Source: an optimization exercise on an open RTL-to-GDS flow (aim: small area, a short achievable clock period and few clock cycles). Production flows keep margins and buffers that such runs may drop. In this exercise RTL edits were held to simulation tests only and were not proved equivalent to the original.

==> flow/design.v (outline; a module is shown in full before it is edited, if it fits) <==
// module snn_fa: 10 lines
// module snn_xnor: 7 lines
// module snn_conv_quant: 1543 lines
module snn_conv_quant (
    input  logic       clk,
    input  logic       rst_n,
    input  logic       in_valid,
    input  logic [7:0] img,
    input  logic [7:0] ker,
    input  logic       mode,
    output logic       out_valid,
    output logic [7:0] out_data
);
  // ...
==> flow/flow/run.sh <==
#!/bin/bash
set -euo pipefail
export BUFFER_PORTS_ARGS="-buffer_cell sky130_fd_sc_hd__buf_4"
export SETUP_SLACK_MARGIN=18.8
export SKIP_GATE_CLONING=1
bash standard.sh > standard.log 2>&1
==> flow/standard.sh <==
#!/bin/bash
# synth_recipe.tcl (not shown) runs the flow's synth.tcl, then flattens the netlist and writes it again
# the make line also repeats each setting of config.mk as NAME=value (left out here)
make -C /OpenROAD-flow-scripts/flow DESIGN_CONFIG=/design/flow/config.mk WORK_HOME=/design/flow/orfs CLKGATE_MAP_FILE= SYNTH_SCRIPT=/design/flow/synth_recipe.tcl "${@:-finish}"
==> flow/config.mk <==
export PLATFORM = sky130hd
export DESIGN_NAME = snn_conv_quant
export DESIGN_NICKNAME = snn_conv_quant
export VERILOG_FILES = /design/flow/design.v
export SDC_FILE = /design/flow/constraint.sdc
export NUM_CORES = 4
export LEC_CHECK = 0
export ABC_CLOCK_PERIOD_IN_PS = 5000
export CAP_MARGIN = 20
export CORE_MARGIN = 2
export CORE_UTILIZATION = 50
export CTS_CLUSTER_DIAMETER = 100
export CTS_CLUSTER_SIZE = 32
export SLEW_MARGIN = 20
export SYNTH_HIERARCHICAL = 1
==> flow/constraint.sdc <==
create_clock -name core_clock -period 25.0 [get_ports {clk}]
set_input_delay 5.0000 -clock core_clock [delete_from_list [all_inputs] [get_ports {clk}]]
set_output_delay 5.0000 -clock core_clock [all_outputs]
set_load 0.01 [all_outputs]
==> run notes, run 1 <==
kind of end point of the critical path output port; 1st-pass router iterations 7; Num CTS Buffers 21; Reg-to-Reg End r_nb[3]; number of global-route vias before repair 18,790; die area 57,350 µm²; Non-clk invs between 40 and 50; final setup TNS 0 ns; Core Area about 55,000 µm²; worst path cell trace buf_4; Max Slew Vio Count 0; adder-cell area share of the yosys netlist 46.50%; max reg flops 288; gp weighted congestion between 0.9 and 1; Buf/Inv on CP 1; hold endpoint r_img[106]; Final Hold Viols 0; status complete, no violations; area delta synth->final 6.508%; Mapped Cells 2,241; fmax approximately 160 MHz; FF+latch area 9383 µm²; most common cell after layout, fill and taps aside nand2_1; pin count of the biggest net entering global routing 73; gr usage total between 30% and 40%; final setup fails 0; WL/cell between 30 and 40 µm; initial cell density of the core between 50% and 60%; commonest cells after routing, fill and taps aside nand2_1, fa_1, dfxtp_1, edfxtp_1, buf_4; largest register by flop count r_img; final core utilization 53.70%; hold buffer count at cts 0; Max Used Layer met4; PortBufs 28; comb_multi_in 1,638; min setup slack post-route 18.88 ns
Testbench counts, summed over its fixed seeds: cycles 13,044.
==> inputs of run 2 (changes only) <==
--- a/flow/config.mk
+++ b/flow/config.mk
@@ -10,6 +10,6 @@
 export CORE_MARGIN = 2
 export CORE_UTILIZATION = 50
-export CTS_CLUSTER_DIAMETER = 100
-export CTS_CLUSTER_SIZE = 32
+export CTS_CLUSTER_DIAMETER = 80
+export CTS_CLUSTER_SIZE = 25
 export SLEW_MARGIN = 20
 export SYNTH_HIERARCHICAL = 1
==> run notes, run 2 <==
DRT iter0 DRCs 1,940 (was 1,950); PortBufs 28 (unchanged); leading area contributor after synthesis fa_1 (unchanged); Yosys warnings 8 (unchanged); Max Slew Vio Count 0 (unchanged); Core Area 54,990 µm² (unchanged); Final Hold Viols 0 (unchanged); H-Tree Depth 1 (unchanged); synthesized area 27,720 µm² (unchanged); routed via count 17,460 (was 17,440); initial cell density of the core 50.42% (unchanged); final setup fails 0 (unchanged); Mapped Cells 2,241 (unchanged); # rows 86 (unchanged); fin crit share 24.52% (was 24.47%); status complete, no violations (unchanged); Worst setup SP type register (unchanged); post-layout min period 6.130 ns (was 6.118 ns); crit-path max FO 1 (unchanged); die area 57,350 µm² (unchanged); Slew HR 25.96% (was 26.48%); critical path's top delay family flip-flops (unchanged); maxcap violations 0 (unchanged); I/O Pins 29 (unchanged); Required @ worst endpoint 20.00 ns (about the same); FFs w/ async S/R, synth 1.865% (unchanged); largest register by flop count r_img (unchanged); max reg flops 288 (unchanged); most common cell after layout, fill and taps aside nand2_1 (unchanged); pin count of the biggest net entering global routing 73 (unchanged); Mean Syn Cell Area 12.37 µm² (unchanged); TritonCTS clock tree done (unchanged); area delta synth->final 6.801% (was 6.508%); CTS Buffer Depth 3 (unchanged); Synth top area share 44.19% (unchanged); worst hold path type register to register (unchanged); Synth cell types 59 (unchanged); EDFF count, synth 73 (unchanged); initial antenna violation count 3 (unchanged); DRC 0 (unchanged); commonest cells after routing, fill and taps aside nand2_1, fa_1, dfxtp_1, edfxtp_1, buf_4 (unchanged); commonest cells in the netlist nand2_1, fa_1, dfxtp_1 (unchanged); Slowest-stage cell, CP dfrtp_1 (unchanged); final core utilization 53.85% (was 53.70%); Num CTS Buffers 25 (was 21); worst slew pin tran 1.111 ns (was 1.103 ns); Synth Flop Type dfxtp_1 (unchanged); DPL Wire Length 70,290 µm (unchanged); Fill cells 4,729 (was 4,736); gr usage total 32.57% (was 32.61%); Vias/cell 5.898 (was 5.904); placed cells 2,906 (unchanged); Die Wd 239.5 µm (unchanged); gp weighted congestion 0.9984 (unchanged); Synth area leaders fa_1, dfxtp_1, nand2_1 (unchanged); number of global-route vias before repair 18,910 (was 18,790); Die Y 239.5 µm (unchanged); Clock Sinks 429 (unchanged); Critical Path AT 1.13 ns (was 1.12 ns); Post-Layout Cell Count 2,960 (was 2,953); first-pass GRT wire length 131,100 µm (was 131,300 µm); count leader, synth nand2_1 (unchanged); Worst Skew 0.03235 ns (was 0.04305 ns); Post-Route WL 89,080 µm (was 89,320 µm); Worst path max stage delay 0.38 ns (was 0.39 ns); type of the worst setup path register to output port (unchanged); fmax 163.1 MHz (was 163.5 MHz); Root Driver clkbuf_16 (unchanged); clock latency on the worst-skew pair 0.62 ns (was 0.61 ns); RSZ-0062 raised after global routing yes (unchanged); worst path cell trace buf_4 (unchanged); share of layout cells above drive strength 1 8.688% (was 8.670%); WL/cell 30.10 µm (was 30.25 µm); GR Overflow Total 0 (unchanged); 1st-pass router iterations 9 (was 7); final setup TNS 0 ns (unchanged); Nets 2,876 (was 2,872); kind of end point of the critical path output port (unchanged); Mapped Nets 2,924 (unchanged); Antenna Nets Post-Route 0 (unchanged); synthesized flop and latch total 429 (unchanged); biggest registers after layout r_img (288), r_ker (72), r_na (13) (unchanged); Clk pin slew, worst setup/hold paths 0.10 ns (was 0.11 ns); Buf/Inv on CP 1 (unchanged); Seq/Total Area, Yosys 33.76% (unchanged)
==> run 2: logic make-up after synthesis <==
logic type	synth area share (%)
flops	33.76
compound gates	3.927
buf+inv	2.369
simple gates	11.09
fa+ha+maj	46.50
mux	0.9072
xor+xnor	1.453
==> run 2: final cells by class <==
class                   count  area [µm²]  area share (%)
multi-input cells        1638       17880           60.39
clock buffers              35       673.1           2.273
inverters                  47       176.4          0.5958
repair buffers             52       390.4           1.318
well taps                 748       935.9           3.161
clock inverters             9       163.9          0.5536
flip-flops and latches    429        9383           31.69
diodes                      2       5.005         0.01690
==> run 2: Yosys stat by module, one instance, submodules excluded <==
module / area [µm²] / times used / cells inside / flops+latches
snn_xnor: 8.758 / 24 / 1 / 0
snn_fa: 20.02 / 610 / 1 / 0
snn_conv_quant: 15300 / 1 / 1607 / 429
==> run 2: metrics by stage <==
step                cell area [µm²]  setup WS (ns)  hold slack [ns]
CTS                           29470          18.79           0.3184
global placement              28520          17.97           0.3096
detailed placement            28520          18.00           0.3121
global route                  29600          18.77           0.3196
floorplan                     27720          19.34           0.3096
finish                        29610          18.87           0.3130
==> run 2: worst paths after layout <==
path                       startpoint        end  slack [ns]  depth (start not counted)
setup reg to reg              r_rr[5]    r_nb[4]       18.90                         12
max in group asynchronous       rst_n   r_cnt[4]       20.66                          1
min in group asynchronous       rst_n   r_cnt[2]        4.19                          1
setup / recovery            out_valid  out_valid       18.87                          1
hold reg to reg             r_img[90]  r_img[98]        0.31                          0
hold / removal              r_img[90]  r_img[98]        0.31                          0
==> run 2: repair_timing <==
| item | CTS | global route |
|---|---|---|
| resized for setup | 38 | 35 |
| setup endpoints to repair | 28 | 23 |
| setup buffers | 4 | 4 |
| hold buffers | 0 | 0 |
| pin swaps | 4 | 7 |
==> run 2: routing by layer <==
metal / track usage (%) / vias up / wire length, µm
li1: - / 6991 / -
met1: 43.89 / 9235 / 34950
met2: 51.44 / 995 / 40740
met3: 6.638 / 237 / 8441
met4: 14.45 / 0 / 4957
met5: 0 / - / 0

-- port drivers added, routing unchanged --
No port has a modelled driver above. Below, the same layouts with a new extraction and two added sets of constraints. Step 1 (the two cells are an assumption about what drives the block):
set clk [get_ports {clk}]
set_driving_cell -lib_cell sky130_fd_sc_hd__clkbuf_16 $clk
set_driving_cell -lib_cell sky130_fd_sc_hd__buf_2 [delete_from_list [all_inputs] $clk]
Step 2 times the ports against the registers' clock, not the clock port: input delays grow and output delays shrink by t, the midpoint of the rising clock arrivals with the driver on. Slacks: ideal / step 1 / step 2; pairs: ideal / step 1.
run | t, ns | setup slack, ns | worst setup path after step 2 | latest minus earliest clock arrival (ns) | slew at the worst register clock pin (ns)
run 1 | 0.647 | 18.882 / 18.820 / 18.895 | register to register | 0.043 / 0.043 | 0.12 / 0.12
run 2 | 0.663 | 18.870 / 18.809 / 18.898 | register to register | 0.032 / 0.033 | 0.11 / 0.11
After both steps setup and hold are still met in every run listed.
